This design comes from an exercise in tuning for small area and a short achievable clock period on the open sky130 flow, not from production work. Function was checked by simulation only, so behaviour that the tests miss may differ from the original. Power figures rest on the tool's default switching activity, not on a simulated workload.

### design.v
`default_nettype none
module rv_dmem (
    input  logic        clk_in,
    input  logic        rst_in,
    input  logic [31:0] dm_addr,
    input  logic [31:0] dm_data_out,
    input  logic [3:0]  dm_wr_mask,
    input  logic        dm_wr_req,
    output logic [31:0] dm_data_in,
    output logic        dm_ready,
    output logic        err_mask,
    output logic        err_range
);
    localparam int MEM_DEPTH = 64;
    logic [5:0]  r_clr_idx;
    logic [31:0] r_mem [MEM_DEPTH];
    logic        w_in_range;
    logic        w_mask_legal;
    logic        w_mask_zero;
    logic        w_clear;
    logic        w_wr_ok;
    logic        w_rd_ok;
    logic        w_rd_ok_n;
    logic [7:0]  w_dhi;           
    logic [7:0]  w_dlo;           
    logic [7:0]  w_ra;            
    logic [7:0]  w_npa [4];       
    logic [7:0]  w_npb;           
    logic [MEM_DEPTH-1:0] w_rsel;
    logic [31:0] w_wdata;
    logic [31:0] w_rdata;
    logic        w_unused;
    assign w_unused    = ^dm_addr[1:0];
    assign w_in_range  = (dm_addr[31:8] == 24'd0);
    assign w_mask_zero = (dm_wr_mask == 4'b0000);
    always_comb begin
        case (dm_wr_mask)
            4'b0001, 4'b0010, 4'b0100, 4'b1000,
            4'b0011, 4'b1100, 4'b1111: w_mask_legal = 1'b1;
            default:                   w_mask_legal = 1'b0;
        endcase
    end
    assign w_clear = ~dm_ready;
    assign w_wr_ok = ~rst_in & dm_ready & dm_wr_req & w_in_range & w_mask_legal;
    assign w_rd_ok = ~rst_in & dm_ready & ~dm_wr_req & w_in_range;
    assign w_rd_ok_n = ~w_rd_ok;
    assign w_wdata = dm_data_out & {32{dm_ready}};
    always_comb begin
        for (int j = 0; j < 8; j++) begin
            w_dhi[j] = (dm_addr[7:5] == 3'(j));
            w_dlo[j] = (dm_addr[4:2] == 3'(j));
            w_ra[j]  = w_dhi[j];
            w_npb[j] = ~(w_clear | w_dlo[j]);
            for (int l = 0; l < 4; l++)
                w_npa[l][j] = ~(w_clear | (w_dhi[j] & w_wr_ok & dm_wr_mask[l]));
        end
        for (int i = 0; i < MEM_DEPTH; i++)
            w_rsel[i] = w_ra[i / 8] & w_dlo[i % 8];
    end
    generate
        for (genvar i = 0; i < MEM_DEPTH; i++) begin : g_word
            for (genvar l = 0; l < 4; l++) begin : g_lane
                logic w_en;
                rv_dmem_g_nor2 u_en (.a(w_npa[l][i / 8]), .b(w_npb[i % 8]), .y(w_en));
                always_ff @(posedge clk_in) begin
                    if (w_en)
                        r_mem[i][8*l +: 8] <= w_wdata[8*l +: 8];
                end
            end
        end
    endgenerate
    generate
        for (genvar b = 0; b < 32; b++) begin : g_bit
            logic [21:0] w_t_n;
            logic [5:0]  w_u;
            logic [1:0]  w_v_n;
            for (genvar g = 0; g < 20; g++) begin : g_g3
                rv_dmem_g_aoi222 u_t (
                    .a0(w_rsel[3*g]),   .b0(r_mem[3*g][b]),
                    .a1(w_rsel[3*g+1]), .b1(r_mem[3*g+1][b]),
                    .a2(w_rsel[3*g+2]), .b2(r_mem[3*g+2][b]),
                    .y (w_t_n[g])
                );
            end
            for (genvar g = 0; g < 2; g++) begin : g_g2
                rv_dmem_g_aoi22 u_t (
                    .a0(w_rsel[60+2*g]),   .b0(r_mem[60+2*g][b]),
                    .a1(w_rsel[60+2*g+1]), .b1(r_mem[60+2*g+1][b]),
                    .y (w_t_n[20+g])
                );
            end
            for (genvar g = 0; g < 5; g++) begin : g_n4
                rv_dmem_g_nand4 u_u (.a(w_t_n[4*g]), .b(w_t_n[4*g+1]), .c(w_t_n[4*g+2]),
                                     .d(w_t_n[4*g+3]), .y(w_u[g]));
            end
            rv_dmem_g_nand2 u_u5 (.a(w_t_n[20]), .b(w_t_n[21]), .y(w_u[5]));
            rv_dmem_g_nor3 u_v0 (.a(w_u[0]), .b(w_u[1]), .c(w_u[2]), .y(w_v_n[0]));
            rv_dmem_g_nor3 u_v1 (.a(w_u[3]), .b(w_u[4]), .c(w_u[5]), .y(w_v_n[1]));
            rv_dmem_g_aoi21 u_o (.a0(w_v_n[0]), .a1(w_v_n[1]), .b(w_rd_ok_n), .y(w_rdata[b]));
        end
    endgenerate
    always_ff @(posedge clk_in) begin
        if (rst_in) begin
            r_clr_idx <= '0;
            dm_ready  <= 1'b0;
            err_mask  <= 1'b0;
            err_range <= 1'b0;
        end else begin
            r_clr_idx <= r_clr_idx + 1'b1;
            if (r_clr_idx == 6'd63)
                dm_ready <= 1'b1;
            if (dm_ready) begin
                if (!w_in_range)
                    err_range <= 1'b1;
                if (dm_wr_req && !w_mask_legal && !w_mask_zero)
                    err_mask <= 1'b1;
            end
        end
    end
    always_ff @(posedge clk_in) begin
        dm_data_in <= w_rdata;
    end
endmodule
module rv_dmem_g_aoi222 (
    input  logic a0, b0, a1, b1, a2, b2,
    output logic y
);
    assign y = ~((a0 & b0) | (a1 & b1) | (a2 & b2));
endmodule
module rv_dmem_g_aoi22 (
    input  logic a0, b0, a1, b1,
    output logic y
);
    assign y = ~((a0 & b0) | (a1 & b1));
endmodule
module rv_dmem_g_nand4 (
    input  logic a, b, c, d,
    output logic y
);
    assign y = ~(a & b & c & d);
endmodule
module rv_dmem_g_nand2 (
    input  logic a, b,
    output logic y
);
    assign y = ~(a & b);
endmodule
module rv_dmem_g_aoi21 (
    input  logic a0, a1, b,
    output logic y
);
    assign y = ~((a0 & a1) | b);
endmodule
module rv_dmem_g_nor3 (
    input  logic a, b, c,
    output logic y
);
    assign y = ~(a | b | c);
endmodule
module rv_dmem_g_nor2 (
    input  logic a, b,
    output logic y
);
    assign y = ~(a | b);
endmodule
`default_nettype wire
### constraint.sdc
create_clock -name core_clock -period 3.6 [get_ports {clk_in}]
set_input_delay 0.7200 -clock core_clock [delete_from_list [all_inputs] [get_ports {clk_in}]]
set_output_delay 0.7200 -clock core_clock [all_outputs]
set_load 0.01 [all_outputs]
### run.sh
#!/bin/bash
# synth_recipe.tcl (not shown) runs the flow's synth.tcl, then flattens the netlist and writes it again
# the make line also repeats each setting of config.mk as NAME=value (left out here)
make -C /OpenROAD-flow-scripts/flow DESIGN_CONFIG=/design/flow/config.mk WORK_HOME=/design/flow/orfs CLKGATE_MAP_FILE= SYNTH_SCRIPT=/design/flow/synth_recipe.tcl finish
### config.mk
export PLATFORM = sky130hd
export DESIGN_NAME = rv_dmem
export DESIGN_NICKNAME = rv_dmem
export VERILOG_FILES = /design/flow/design.v
export SDC_FILE = /design/flow/constraint.sdc
export NUM_CORES = 4
export LEC_CHECK = 0
export CAP_MARGIN = 20
export CORE_MARGIN = 2
export CORE_UTILIZATION = 60
export CTS_CLUSTER_DIAMETER = 100
export CTS_CLUSTER_SIZE = 30
export GPL_TIMING_DRIVEN = 1
export SETUP_SLACK_MARGIN = 1.6
export SLEW_MARGIN = 20
export SYNTH_HIERARCHICAL = 1
export SYNTH_MINIMUM_KEEP_SIZE = 0
==> notes.md <==
per-layer routing:
metal	share of wire [%]	global-route usage (%)	vias to the layer above
met1	37	47.90	22320
met4	3.6	10.27	12
met2	46	50.12	2904
met3	13	7.072	310
met5	0.037	0	-
li1	-	-	17830
synthesized netlist by cell type, drive strengths merged, types with 2 or more instances:
cell	instances	area share [%]
xor2	2	0.024
a31oi	32	0.27
xnor2	2	0.024
nand4	161	1.4
buf	10	0.11
or3	2	0.017
nor4	6	0.11
a22oi	64	1.1
a21oi	34	0.39
and2	39	0.33
or3b	5	0.059
o21ai	3	0.020
nor2b	2	0.017
edfxtp	2048	83
nor2	340	1.7
clkbuf	19	0.097
a222oi	640	8.7
dfxtp	41	1.1
nor3	64	0.87
nand2	37	0.19
nand3b	7	0.071
nand3	4	0.027
report_power, final:
group | internal (mW) | switching, mW | total [mW]
clock network | 4.38 | 6.81 | 11.2
registers | 26.2 | 0.00266 | 26.2
logic | 0.206 | 0.312 | 0.519
worst min path at each step:
stage,startpoint,slack (ns),depth (start not counted),to
2_1_floorplan,r_clr_idx[0],0.42,1,r_clr_idx[0]
3_3_place_gp,r_clr_idx[0],0.43,1,r_clr_idx[0]
3_5_place_dp,r_clr_idx[0],0.45,1,r_clr_idx[0]
4_1_cts,err_range,0.47,2,err_range
5_1_grt,err_range,0.49,2,err_range
6_report,err_range,0.47,2,err_range
per-stage QoR:
stage | hold WS [ns] | util (%)
2_1_floorplan | 0.4176 | -
3_3_place_gp | 0.4258 | 67.15
3_5_place_dp | 0.4486 | 67.15
4_1_cts | 0.4662 | 71.96
5_1_grt | 0.4873 | 73.93
6_report | 0.4668 | 73.93
cells by family (layout without fill, tap and decap cells):
kind of cell,count (synthesis),in the layout
buffers and inverters,31,869
AOI/OAI and AO/OA,775,775
muxes,1,1
xor gates and xnor gates,4,4
DFF,2089,2089
adders and majority gates,1,1
and+or+nand+nor,669,691
other,0,4
modules after synthesis, one instance, submodules excluded:
module	copies in the design	cells
rv_dmem_g_aoi21	32	1
rv_dmem_g_nor2	256	1
rv_dmem_g_nand4	160	1
rv_dmem	1	2322
rv_dmem_g_nor3	64	1
rv_dmem_g_nand2	32	1
rv_dmem_g_aoi222	640	1
rv_dmem_g_aoi22	64	1
cell type report:
| cell class | count | area, µm² | share of cell area (%) |
|---|---|---|---|
| antenna | 4 | 10.01 | 0.01111 |
| clock buffer | 120 | 2237 | 2.483 |
| clock inverter | 3 | 41.29 | 0.04582 |
| inverter | 2 | 15.01 | 0.01666 |
| multi-input combinational | 1472 | 14410 | 15.99 |
| sequential | 2089 | 62390 | 69.24 |
| tap | 1625 | 2033 | 2.256 |
| timing repair buffer | 744 | 8977 | 9.963 |
state kept, by name, summed over array words and instances (netlist names):
register and cells:
r_mem 2048, err_mask 1, err_range 1, r_clr_idx 6, dm_data_in 32, dm_ready 1
critical path, stage by stage:
cell and delay (ns):
sky130_fd_sc_hd__buf_8 0.11, sky130_fd_sc_hd__or3b_4 0.48, sky130_fd_sc_hd__buf_12 0.17, sky130_fd_sc_hd__buf_16 0.14
sky130_fd_sc_hd__nor2_4 0.55, sky130_fd_sc_hd__a222oi_1 0.27, sky130_fd_sc_hd__nand4_1 0.24, sky130_fd_sc_hd__nor3_2 0.07
sky130_fd_sc_hd__buf_4 0.16, sky130_fd_sc_hd__a21oi_2 0.12
timing repair:
item                       in CTS  in global routing
hold endpoints to repair        0                  0
hold buffers                    0                  0
buffers inserted              111                 69
gates resized for setup       729                404
setup endpoints to repair    3563               2448
pin swaps                     190                157
gates cloned                   35                  3
==> summary.log <==
INFO  run_status     outcome=finished clean
INFO  synthesis      synth_seq_area_share=84.41%
INFO  synthesis      asyncSetResetFlopFracSynth=0%
INFO  routing        drcViolationCount=0
INFO  critical_path  r2r_setup_slack=1.46ns
INFO  synthesis      synth-edff-count=2,048
INFO  floorplan      floorplan.initialDensity=60.58%
INFO  synthesis      synth-warning-count=11
INFO  global_routing gr-usage-all-layers=32.70%
INFO  global_routing grt_overflow_total=0
INFO  final_layout   count_of_placed_standard_cells_in_the_final_layout_fillers_left_out=6,059
INFO  min_path       class_of_the_most_critical_hold_timing_path=flip-flop to flip-flop
INFO  synthesis      synth_top_family_by_area=compound AO/OA/AOI/OAI gates
INFO  timing         finalMaxSlewViolations=0
INFO  clock_tree     cts_root_buf=sky130_fd_sc_hd__clkbuf_16
INFO  synthesis      synth_simple_gate_area_share=4.813%
INFO  clock_tree     htreeDepth=3
INFO  timing         achievable-frequency=414.5MHz
INFO  final_layout   mostFrequentLayoutCells=sky130_fd_sc_hd__edfxtp_1 (2,048), sky130_fd_sc_hd__a222oi_1 (640), sky130_fd_sc_hd__nor2_4 (274), sky130_fd_sc_hd__buf_6 (247), sky130_fd_sc_hd__buf_4 (222)
INFO  timing         timing.clock.skew=0.02042ns
INFO  floorplan      core_region_area=121,900µm²
INFO  power          post-layout-total-power=37.94mW
INFO  critical_path  critPathKind=input pin to flip-flop
INFO  place          post-place-ws=-0.3860ns
INFO  critical_path  critical_path.startpoint_type=input pin
INFO  timing         final.setup.tns=0ns
INFO  global_routing number_of_antenna_violations_at_the_first_check_in_global_routing=9
INFO  timing         relSlewSlack=36.74%
INFO  clock_tree     worst_path_clk_slew=0.11ns
INFO  routing        vias_per_cell=7.158
INFO  timing         min_period=2.413ns
INFO  synthesis      synth.avg_cell_area=20.68µm²
INFO  final_layout   fill_cell_total_of_the_finished_layout=6,942
INFO  final_layout   final_design_area_no_fill=90,110µm²
INFO  power          ir_drop=0.4548mV
INFO  synthesis      synth_area_in_compound_gates=10.49%
INFO  place          placed_area=81,840µm²
INFO  critical_path  setup.worst_path.end_class=flip-flop
INFO  global_routing grt_start_max_net_pins=65
INFO  synthesis      yosysUniqueCellTypes=39
INFO  clock_tree     clock_insertion_delay_worst_skew=0.72ns
INFO  timing         grt_setup_unrepaired=yes
INFO  routing        route.vias.total=43,370
INFO  timing         layout_setup_ws=1.187ns
INFO  synthesis      synth_ff_type=sky130_fd_sc_hd__edfxtp_1
INFO  final_layout   drive_gt1_share=31.85%
INFO  critical_path  cp_data_arrival_time=3.05ns
INFO  synthesis      synth_area=73,830µm²
INFO  final_layout   flow.area_growth_from_synthesis=22.05%
INFO  synthesis      synth.mux.area_fraction=0.01356%
INFO  timing         timing_worst_slew_pin_value=0.9480ns
INFO  synthesis      post_synth_xor_area_fraction=0.04745%
INFO  floorplan      floorplan.io_pins=106
INFO  job            drv.max_cap_violation_count=0
INFO  floorplan      die_w=354.8µm
INFO  floorplan      floorplan.rows=128
INFO  place          dp_hpwl=129,500µm
INFO  global_routing grt_pass1_wl=292,200µm
INFO  power          power_per_cell_area=421.1nW/µm²
INFO  synthesis      synthesis.nets=3,642
INFO  routing        detail_route.iter0.violations=9,392
INFO  critical_path  r2r-end=r_mem[24][14]
INFO  place          placed_instances=5,714
INFO  clock_tree     tritoncts_clock_tree=yes
INFO  routing        drt_pre_antenna_iters=10
INFO  synthesis      synth_seq_cells=2,089
INFO  global_routing first_global_vias=41,480
INFO  routing        route.detailed.wl_per_inst=34.87µm
INFO  synthesis      netlist_instances=3,570
INFO  critical_path  setup.worst_path.start=dm_addr[7]
INFO  routing        detail-route-antenna-nets=0
INFO  power          cellLeakagePower=34.45nW
INFO  place          portBuffers=103
INFO  critical_path  r2r.worst_path.cells=10
INFO  timing         final.period_utilization=67.02%
INFO  timing         finalHoldViolations=0
INFO  floorplan      die-area=125,900µm²
INFO  clock_tree     ctsLongestPathBuffers=3
INFO  final_layout   layout_commonest_cell=sky130_fd_sc_hd__edfxtp_1
INFO  clock_tree     numCtsBuffers=79
INFO  place          place.gp.congestion=0.8442
INFO  critical_path  critPathCapture=dm_data_in[1]
INFO  routing        detail_route.wirelength=211,300µm
INFO  final_layout   layout.nets=4,460
INFO  floorplan      dieHeight=354.8µm
INFO  critical_path  timing.critical_path.fanout_max=16
INFO  critical_path  timing.critical_path.required=4.24ns
INFO  synthesis      post_synth_fa_ha_maj_area_fraction=0.01695%
INFO  timing         finalSetupViolations=0
INFO  clock_tree     number_of_clock_sinks=2,089
INFO  critical_path  worstReg2RegStart=dm_ready

-- port drivers added, routing unchanged --
No port has a modelled driver above. Below, the same layout with a new extraction and two added sets of constraints. Step 1, drivers: a clkbuf_16 drives clk_in and a buf_2 each remaining input, both assumed. Step 2 times the ports against the registers' clock, not the clock port: input delays grow and output delays shrink by t, the midpoint of the rising clock arrivals with the driver on. a / b / c = no drivers / after step 1 / after step 2; a / b = the first two.
t (ns): 0.790
setup WS [ns]: 1.187 / 1.197 / 0.408
worst register clock-pin slew, ns: 0.12 / 0.12
After both steps setup and hold are still met in this run. For this run, drivers alone change the setup slack by +0.010 ns; drivers and shift together by -0.779 ns.
